What follows belongs to an exercise in optimizing a design on an open flow for small area, a short achievable clock period and few clock cycles per item; a production flow would make more cautious choices.
At most, simulation tests tie the RTL to the original design; equivalence was not proved.
Power figures rest on the tool's default switching activity, not on a simulated workload.

Design affine_warp_source_address, start of the top module:
module affine_warp_source_address
(
    input  logic        clk,
    input  logic        rst_n,
    input  logic        in_valid,
    output logic        in_ready,
    input  logic [10:0] out_x,
    input  logic [10:0] out_y,
    output logic        out_valid,
    input  logic        out_ready,
    output logic        hit,
    output logic [11:0] src_x,
    output logic [11:0] src_y,
    output logic [23:0] src_index,
    input  logic        cfg_wr_en,
    input  logic [2:0]  cfg_index,
    input  logic [31:0] cfg_data
);
Size in the first run: roughly 8,400 cells after synthesis, ~380 flip-flops, ~110 I/O pins, ~0.057 sq mm of cells after synthesis.
Settings: LEC_CHECK=0, ABC_AREA=1, CAP_MARGIN=20, CORE_MARGIN=2, CORE_UTILIZATION=40, CTS_BUF_LIST=sky130_fd_sc_hd__clkbuf_4 sky130_fd_sc_hd__clkbuf_8, SETUP_SLACK_MARGIN=2, SLEW_MARGIN=20, SYNTH_HIERARCHICAL=1; clock period 7.2 ns.
run.sh (not shown) runs the stock make flow with config.mk's settings and CLKGATE_MAP_FILE= SYNTH_SCRIPT=/design/flow/synth_recipe.tcl, a recipe that flattens the netlist after the stock synthesis.
Next try:
Settings changed: ABC_AREA 1 to default, CTS_BUF_LIST sky130_fd_sc_hd__clkbuf_4 sky130_fd_sc_hd__clkbuf_8 to default.
After rerunning:
- design area is lower by about 5.6%
- setup slack degrades by 0.026 ns
- fmax is lower by about 0.5%
- count of clock-buffer cells in the layout is lower by 54
- synthesized cell count is lower by about 46%
- worst hold slack degrades by 0.024 ns
- routed wire length is lower by 17%
- sequential power is lower by about 7%
- global-route usage is lower by 3.1 points
Next try:
Settings changed: CORE_UTILIZATION 40 to 60.
Outcome:
- final area is lower slightly
- worst hold slack barely changes
- setup slack is worse by 0.038 ns
- via count went up by a few percent
Next try:
Settings changed: ABC_AREA from default to 1, CORE_UTILIZATION 60 to 40.
- wire length is higher by 26%
- cell area is higher by 7.6%
- worst setup slack gets better by 0.080 ns
Next try:
Settings changed: ABC_AREA 1 to default, SETUP_SLACK_MARGIN 2 to default.
What happened: The changed run ran to the end with no violations; setup slack loses 0.68 ns; design area fell by 8.4%; final cell count fell by 38%; non-clock buffer count fell by 14; count of clock-buffer cells in the layout rose by 5; routed wire length fell by 22%; die area fell by 8.2%; global-route usage fell by 3.6 points.
Next try:
Settings changed: SETUP_SLACK_MARGIN from default to 3.
After rerunning: Power is higher by 17%; worst hold slack improved by 0.0049 ns; routed wire length is higher by 24%; clock skew is lower by 0.0044 ns; maximum frequency is higher by 17%.
No run of this note included a check of the RTL's function; only the layout flow was run.


affine_warp_source_address, a different RTL version from the one above (not shown whole).
Size: roughly 4500 cells after synthesis, roughly 110 I/O pins.
clock: 7.2 ns
lec_check: 0
cap_margin: 20
core_margin: 2
core_utilization: 40
setup_slack_margin: 1.5
slew_margin: 20
synth_hierarchical: 1
Testbench counts at the start, summed over its fixed seeds: cycles 24,264, items 24,000.
Edit:
--- a/flow/config.mk
+++ b/flow/config.mk
@@ -9,5 +9,5 @@
 export CORE_MARGIN = 2
 export CORE_UTILIZATION = 40
-export SETUP_SLACK_MARGIN = 1.5
+export SETUP_SLACK_MARGIN = 2
 export SLEW_MARGIN = 20
 export SYNTH_HIERARCHICAL = 1
Result: The changed run finished with timing, DRC and antenna clean. Worst hold slack hardly moves. Clock-buffer cell count is unchanged. Sequential power stays flat. Worst setup slack improves by 0.38 ns. Core utilization goes up by 0.39 points. Die area is unchanged. Cell count goes up by about 0.53%. Non-clock buffer count goes up by 34. Via count goes up by about 0.45%. Sequential share of layout area goes down by 0.14 points.
Edit:
--- a/flow/config.mk
+++ b/flow/config.mk
@@ -9,5 +9,5 @@
 export CORE_MARGIN = 2
 export CORE_UTILIZATION = 40
-export SETUP_SLACK_MARGIN = 2
+export SETUP_SLACK_MARGIN = 2.5
 export SLEW_MARGIN = 20
 export SYNTH_HIERARCHICAL = 1
Effect:
- wire length went up by 6.5%
- cell area went up by 5.4%
- total power went up by 12%
- global-route usage went up by 1.6 points
- sequential share of layout area went down by 0.83 points
- non-clock buffer count went up by 131
- area after synthesis is unchanged
- synthesized cell count is unchanged
- clock power went up by about 4%
- utilization went up by 2.5 points
- maximum frequency went up by 1.7%


affine_warp_source_address, a different RTL version from the one above (not shown whole).
Size in the first run: about 380 flip-flops, about 110 I/O pins.
clock: 7.2 ns
lec_check: 0
cap_margin: 20
core_margin: 2
core_utilization: 40
setup_slack_margin: 2
slew_margin: 20
synth_hierarchical: 1
Edit:
Settings changed: SETUP_SLACK_MARGIN 2 to unset.
The changed run went through all stages and came out clean; via count goes down by about 2%; setup slack degrades by 0.78 ns; global-route usage drops by 0.68 points; wire length is lower by 4.3%.
Function was not checked in any run of this note: the RTL went through the layout flow alone.

## re-timing with driven ports
The results above use ideal ports. As a check the final layouts listed here were re-extracted and re-timed, cells and wires unchanged. Step 1 sets driving cells, clkbuf_16 on the clock port and buf_2 on the other inputs (assumed; they add their load-dependent delay and slew). Step 2 also shifts input and output timing later by t, the mid clock arrival at the registers, as if the neighbouring blocks saw the same clock. Slacks: ideal / step 1 / step 2; pairs: ideal / step 1.
run | shift t [ns] | setup slack, ns | worst setup path after step 2 | worst slew at a driven data input, ns
the first run of note 1 | 0.874 | 2.115 / 2.115 / 2.115 | register to register | 0.13
the second run of note 1 | 0.720 | 2.088 / 2.088 / 2.088 | register to register | 0.06
the third run of note 1 | 0.715 | 2.050 / 2.046 / 2.050 | register to register | 0.17
the fourth run of note 1 | 0.720 | 2.130 / 2.130 / 2.130 | register to register | 0.13
the fifth run of note 1 | 0.714 | 1.449 / 1.374 / 1.578 | register to register | 0.08
the sixth run of note 1 | 0.730 | 2.297 / 2.297 / 2.297 | register to register | 0.28
the first run of note 2 | 0.699 | 1.590 / 1.590 / 1.590 | register to register | 0.09
the second run of note 2 | 0.702 | 1.970 / 1.970 / 1.970 | register to register | 0.08
the third run of note 2 | 0.720 | 2.060 / 2.060 / 2.060 | register to register | 0.05
the first run of note 3 | 0.743 | 2.034 / 2.034 / 2.034 | register to register | 0.11
the second run of note 3 | 0.708 | 1.249 / 1.178 / 1.600 | register to register | 0.10
After both steps every run listed still meets setup and hold.
